This design comes from an exercise in tuning for small area on the open sky130 flow, not from production work.
Only simulation tests tie the RTL to the original design; equivalence was not proved.
Power is estimated from default activity; no workload was simulated.

## S
## sorted_deadline_alarm_queue
module sorted_deadline_alarm_queue #(
   parameter int QUEUE_DEPTH = QUEUE_DEPTH_DEF,
   parameter int TIME_WIDTH  = TIME_WIDTH_DEF
) (
   input  logic                  clock,
   input  logic                  reset,
   input  logic                  req_valid,
   output logic                  req_stall,
   input  sdaq_pkg::req_type     req_data,
   output logic                  rsp_valid,
   input  logic                  rsp_stall,
   output sdaq_pkg::rsp_type     rsp_data,
   input  logic                  psel,
   input  logic                  penable,
   input  logic                  pwrite,
   input  logic [CSR_ADDR_W-1:0] paddr,
   input  logic [CSR_DATA_W-1:0] pwdata,
   output logic [CSR_DATA_W-1:0] prdata,
   output logic                  pready
);
   localparam int ENT_W = TIME_WIDTH + ID_W;    
   localparam int W     = 4;                    
   localparam int L     = ENT_W / W;            
   localparam int DLC   = TIME_WIDTH / W;       
   localparam int CW    = $clog2(L);
   localparam int NR    = 15;                   
   localparam logic [2:0] S_IDLE = 3'd0;
   localparam logic [2:0] S_DROP = 3'd1;
   localparam logic [2:0] S_CALC = 3'd2;
   localparam logic [2:0] S_SCAN = 3'd3;
   localparam logic [2:0] S_POP  = 3'd4;
   logic [TPU_W-1:0] tpu_ff;
   logic             csr_wr;
   logic             csr_hit;
   assign pready  = 1'b1;
  ...
export LEC_CHECK = 0
export ABC_AREA = 1
export CAP_MARGIN = 20
export CORE_MARGIN = 2
export CORE_UTILIZATION = 40
export CTS_BUF_LIST = sky130_fd_sc_hd__clkbuf_8
export CTS_CLUSTER_DIAMETER = 60
export CTS_CLUSTER_SIZE = 20
export SLEW_MARGIN = 20
create_clock -name core_clock -period 10.0 [get_ports {clock}]
standard.sh (not shown) runs the stock make flow with config.mk's settings and CLKGATE_MAP_FILE= SYNTH_SCRIPT=/design/flow/synth_recipe.tcl, a recipe that flattens the netlist after the stock synthesis.
==> flow/flow/run.sh <==
#!/bin/bash
# The standard layout (the standard.sh: ORFS from synthesis to the
# final layout), with the port buffers made of the smallest buffer cell.
set -e
export BUFFER_PORTS_ARGS="-buffer_cell sky130_fd_sc_hd__buf_1"
bash standard.sh > standard.log 2>&1
S: flow completed, timing, DRC and antenna clean
--- input diff S..R ---
==> flow/flow/run.sh <==
#!/bin/bash
# The standard layout (the standard.sh: ORFS from synthesis to the
# final layout), with the port buffers made of the smallest buffer cell and
# the resizer's power recovery (downsizing off the critical paths) after
# global routing.
set -e
export BUFFER_PORTS_ARGS="-buffer_cell sky130_fd_sc_hd__buf_1"
export RECOVER_POWER=100
bash standard.sh > standard.log 2>&1
==> comparison <==
Minimum clock period after layout in R is 120 ps higher than in S. Delta (R minus S): number of cells produced by synthesis held, final hold slack held, detailed-routing iteration count for the pre-antenna-repair pass went up 1. Summary of R over S: design internal power held steady, fraction of layout instances using a drive strength above 1 shrank by 0.83 points. From S to R the numbers moved as follows: cell depth of the worst setup path did not really move, total power consumption of the routed design held steady.

---

job 4057:
Starting RTL as in the previous note.
Design sorted_deadline_alarm_queue, start of the top module:
module sorted_deadline_alarm_queue #(
   parameter int QUEUE_DEPTH = QUEUE_DEPTH_DEF,
   parameter int TIME_WIDTH  = TIME_WIDTH_DEF
) (
   input  logic                  clock,
   input  logic                  reset,
   input  logic                  req_valid,
   output logic                  req_stall,
   input  sdaq_pkg::req_type     req_data,
   output logic                  rsp_valid,
   input  logic                  rsp_stall,
   output sdaq_pkg::rsp_type     rsp_data,
   input  logic                  psel,
   input  logic                  penable,
   input  logic                  pwrite,
   input  logic [CSR_ADDR_W-1:0] paddr,
   input  logic [CSR_DATA_W-1:0] pwdata,
   output logic [CSR_DATA_W-1:0] prdata,
   output logic                  pready
);
   localparam int ENT_W = TIME_WIDTH + ID_W;    
   localparam int W     = 4;                    
   localparam int L     = ENT_W / W;            
   localparam int DLC   = TIME_WIDTH / W;       
   localparam int CW    = $clog2(L);
   localparam int NR    = 15;                   
   localparam logic [2:0] S_IDLE = 3'd0;
   localparam logic [2:0] S_DROP = 3'd1;
   localparam logic [2:0] S_CALC = 3'd2;
   localparam logic [2:0] S_SCAN = 3'd3;
   localparam logic [2:0] S_POP  = 3'd4;
   logic [TPU_W-1:0] tpu_ff;
   logic             csr_wr;
   logic             csr_hit;
   assign pready  = 1'b1;
   assign csr_hit = (paddr[CSR_ADDR_W-1:2] == REG_TICKS_PER_UNIT);
   assign csr_wr  = psel && penable && pwrite;
   assign prdata  = csr_hit ? CSR_DATA_W'(tpu_ff) : '0;
   always_ff @(posedge clock) begin
      if (reset) begin
         tpu_ff <= TPU_RESET;
      end else if (csr_wr && csr_hit) begin
         tpu_ff <= pwdata[TPU_W-1:0];
      end
   end
   logic [2:0]      state_ff;
   logic [CW-1:0]   c_ff;         
   logic [3:0]      q_ff;         
   logic [4:0]      n_ff;         
   logic [4:0]      i_ff;         
   logic            rsp_valid_ff;
   logic            woke_ff, last_ff, status_ff;
   logic [ID_W-1:0] id_ff;
   logic            c_last, op, inloop;
   assign c_last = (c_ff == CW'(L - 1));
   assign op     = req_data.operation;
   assign inloop = !((state_ff == S_CALC) || ((state_ff == S_SCAN) && !op));
   logic [W*NR*L-1:0] ring_ff;
   logic [W*L-1:0]    s_ff;
   logic [W-1:0]      x, tap, s_out, y, s_in;
  ...
export LEC_CHECK = 0
export ABC_AREA = 1
export CAP_MARGIN = 20
export CORE_MARGIN = 2
export CORE_UTILIZATION = 40
export CTS_BUF_LIST = sky130_fd_sc_hd__clkbuf_8
export CTS_CLUSTER_DIAMETER = 60
export CTS_CLUSTER_SIZE = 20
export SLEW_MARGIN = 20
create_clock -name core_clock -period 10.0 [get_ports {clock}]
==> flow/flow/run.sh <==
#!/bin/bash
# The standard layout (the standard.sh: ORFS from synthesis to the
# final layout), with the port buffers made of the smallest buffer cell,
# clock tree synthesis without dummy loads, and the resizer's power recovery
# (downsizing off the critical paths) after global routing.
set -e
export BUFFER_PORTS_ARGS="-buffer_cell sky130_fd_sc_hd__buf_1"
export RECOVER_POWER=100
export CTS_ARGS="-sink_clustering_enable -repair_clock_nets -buf_list sky130_fd_sc_hd__clkbuf_8 -sink_clustering_size 20 -sink_clustering_max_diameter 60 -dont_use_dummy_load"
bash standard.sh > standard.log 2>&1
Changes in job 7632 relative to job 4057:
==> flow/run.sh (new file) <==
#!/bin/bash
# synth_recipe.tcl (not shown) runs the flow's synth.tcl, then flattens the netlist and writes it again
# the make line also repeats each setting of config.mk as NAME=value (left out here)
make -C /OpenROAD-flow-scripts/flow DESIGN_CONFIG=/design/flow/config.mk WORK_HOME=/design/flow/orfs CLKGATE_MAP_FILE= SYNTH_SCRIPT=/design/flow/synth_recipe.tcl finish
removed: flow/flow/run.sh
removed: flow/standard.sh
[summary]
Wire: job 7632 routes more than job 4057. Of the two values seen for critical path's slowest cell, clkdlybuf4s50_1 was produced by job 7632 and clkbuf_1 by job 4057. [compare] base=job 4057 new=job 7632: combinational power went up by about 13%, latest clock arrival within the worst-skew pair went up by 0.03 ns.
## Diff of input files: job 2854 against job 7632
- PLACE_DENSITY now 0.8, previously not set
- CORE_UTILIZATION now 70, was 40
==> flow/flow/run.sh (new file) <==
#!/bin/bash
# The standard layout (the standard.sh: ORFS from synthesis to the
# final layout), with the port buffers made of the smallest buffer cell,
# clock tree synthesis without dummy loads, and the resizer's power recovery
# (downsizing off the critical paths) after global routing.
set -e
export BUFFER_PORTS_ARGS="-buffer_cell sky130_fd_sc_hd__buf_1"
export RECOVER_POWER=100
export CTS_ARGS="-sink_clustering_enable -repair_clock_nets -buf_list sky130_fd_sc_hd__clkbuf_8 -sink_clustering_size 24 -sink_clustering_max_diameter 50 -dont_use_dummy_load"
bash standard.sh > standard.log 2>&1
==> flow/standard.sh (new file) <==
#!/bin/bash
# synth_recipe.tcl (not shown) runs the flow's synth.tcl, then flattens the netlist and writes it again
# the make line also repeats each setting of config.mk as NAME=value (left out here)
make -C /OpenROAD-flow-scripts/flow DESIGN_CONFIG=/design/flow/config.mk WORK_HOME=/design/flow/orfs CLKGATE_MAP_FILE= SYNTH_SCRIPT=/design/flow/synth_recipe.tcl "${@:-finish}"
removed: flow/run.sh
--- outcome ---
- Job 2854 vs job 7632, final critical-path share of the clock period went down by 4.8 points.
- The aggregate routed wire length in job 2854 was higher than what job 7632 gave.
- Compared with job 7632, in job 2854 time the final worst path needs with I/O delays and setup has decreased; part of the total power dissipated in the clock network has decreased; met1 routed wirelength after detailed routing has decreased; detailed-router iteration count before antenna repair has increased; pin count of the biggest net entering global routing has increased.
- From job 7632 to job 2854 the numbers moved as follows: final instance area shows a reduction of 6.1%, count of placed standard cells in the final layout, fillers left out shows a reduction of 274.
- Fraction of area in registers was higher in job 2854 than in job 7632.
- The pre-CTS setup slack in job 2854 was higher than what job 7632 gave.
- Job 2854 vs job 7632, top metal layer carrying routed signals: met4 vs met5
[inputs] job 5384 vs job 2854
- CORE_UTILIZATION now 40, was 70
- PLACE_DENSITY no longer set, was 0.8
--- a/flow/flow/run.sh
+++ b/flow/flow/run.sh
@@ -8,3 +8,4 @@
 export RECOVER_POWER=100
-export CTS_ARGS="-sink_clustering_enable -repair_clock_nets -buf_list sky130_fd_sc_hd__clkbuf_8 -sink_clustering_size 24 -sink_clustering_max_diameter 50 -dont_use_dummy_load"
+export SKIP_REPAIR_TIE_FANOUT=1
+export CTS_ARGS="-sink_clustering_enable -repair_clock_nets -buf_list sky130_fd_sc_hd__clkbuf_8 -sink_clustering_size 20 -sink_clustering_max_diameter 60 -dont_use_dummy_load"
 bash standard.sh > standard.log 2>&1
Results
- Job 5384 finished every step from synthesis to the final layout, and the layout passed the timing, design-rule and antenna checks.
- Final core area utilization (job 5384 over job 2854): decrease, 32 points
- In job 5384, the clock share of power came out 1.2 points above the value in job 2854.
- Measured against each other, job 5384 and job 2854 differ in final total power, the higher figure coming from job 5384.
- In the flow results for job 5384 and job 2854, the post-route non-filler standard cell count is smaller on job 2854.
- Relative to job 2854, placeable core region increased by 76% in job 5384.
- Job 5384 and job 2854 ended up with nearly the same switching share of power.
- Comparing job 5384 and job 2854, the lower routed wire length was measured on job 5384.
- As of job 5384, clock power had risen by a few percent compared to job 2854.
- [job 5384 vs job 2854] design area: higher in job 5384
- As far as clock transition at the register clock pins on the worst setup and hold paths after CTS is concerned, job 2854 and job 5384 perform about the same.

[separate check: timing with driven ports]
In the flow no input, the clock included, has a driving cell. The finished layouts below were timed again as built, in two steps.
Step 1, drivers: a clkbuf_16 drives clock and a buf_2 each remaining input, both assumed.
Step 2 moves the port delays by t, midway between the first and last clock arrival at a register: inputs arrive t later, outputs are due t later. That takes back most of the time a late clock gives input paths.
Three values: no drivers, after step 1, after step 2; two values: the first two.
| run | t (ns) | slack for setup (ns) | pins driven straight from the clock port |
|---|---|---|---|
| S | 0.631 | 4.204 / 4.182 / 4.182 | 1 |
| R | 0.633 | 4.084 / 4.061 / 4.061 | 1 |
| job 4057 | 0.598 | 4.062 / 4.039 / 4.039 | 1 |
| job 7632 | 0.633 | 3.526 / 3.505 / 3.505 | 1 |
| job 2854 | 0.570 | 4.007 / 3.969 / 3.969 | 1 |
| job 5384 | 0.601 | 4.038 / 4.015 / 4.015 | 1 |
After both steps every run listed still meets setup and hold. The setup slack of job 2854, which loses most, moves by -0.038 ns with the drivers and by -0.038 ns with both steps.
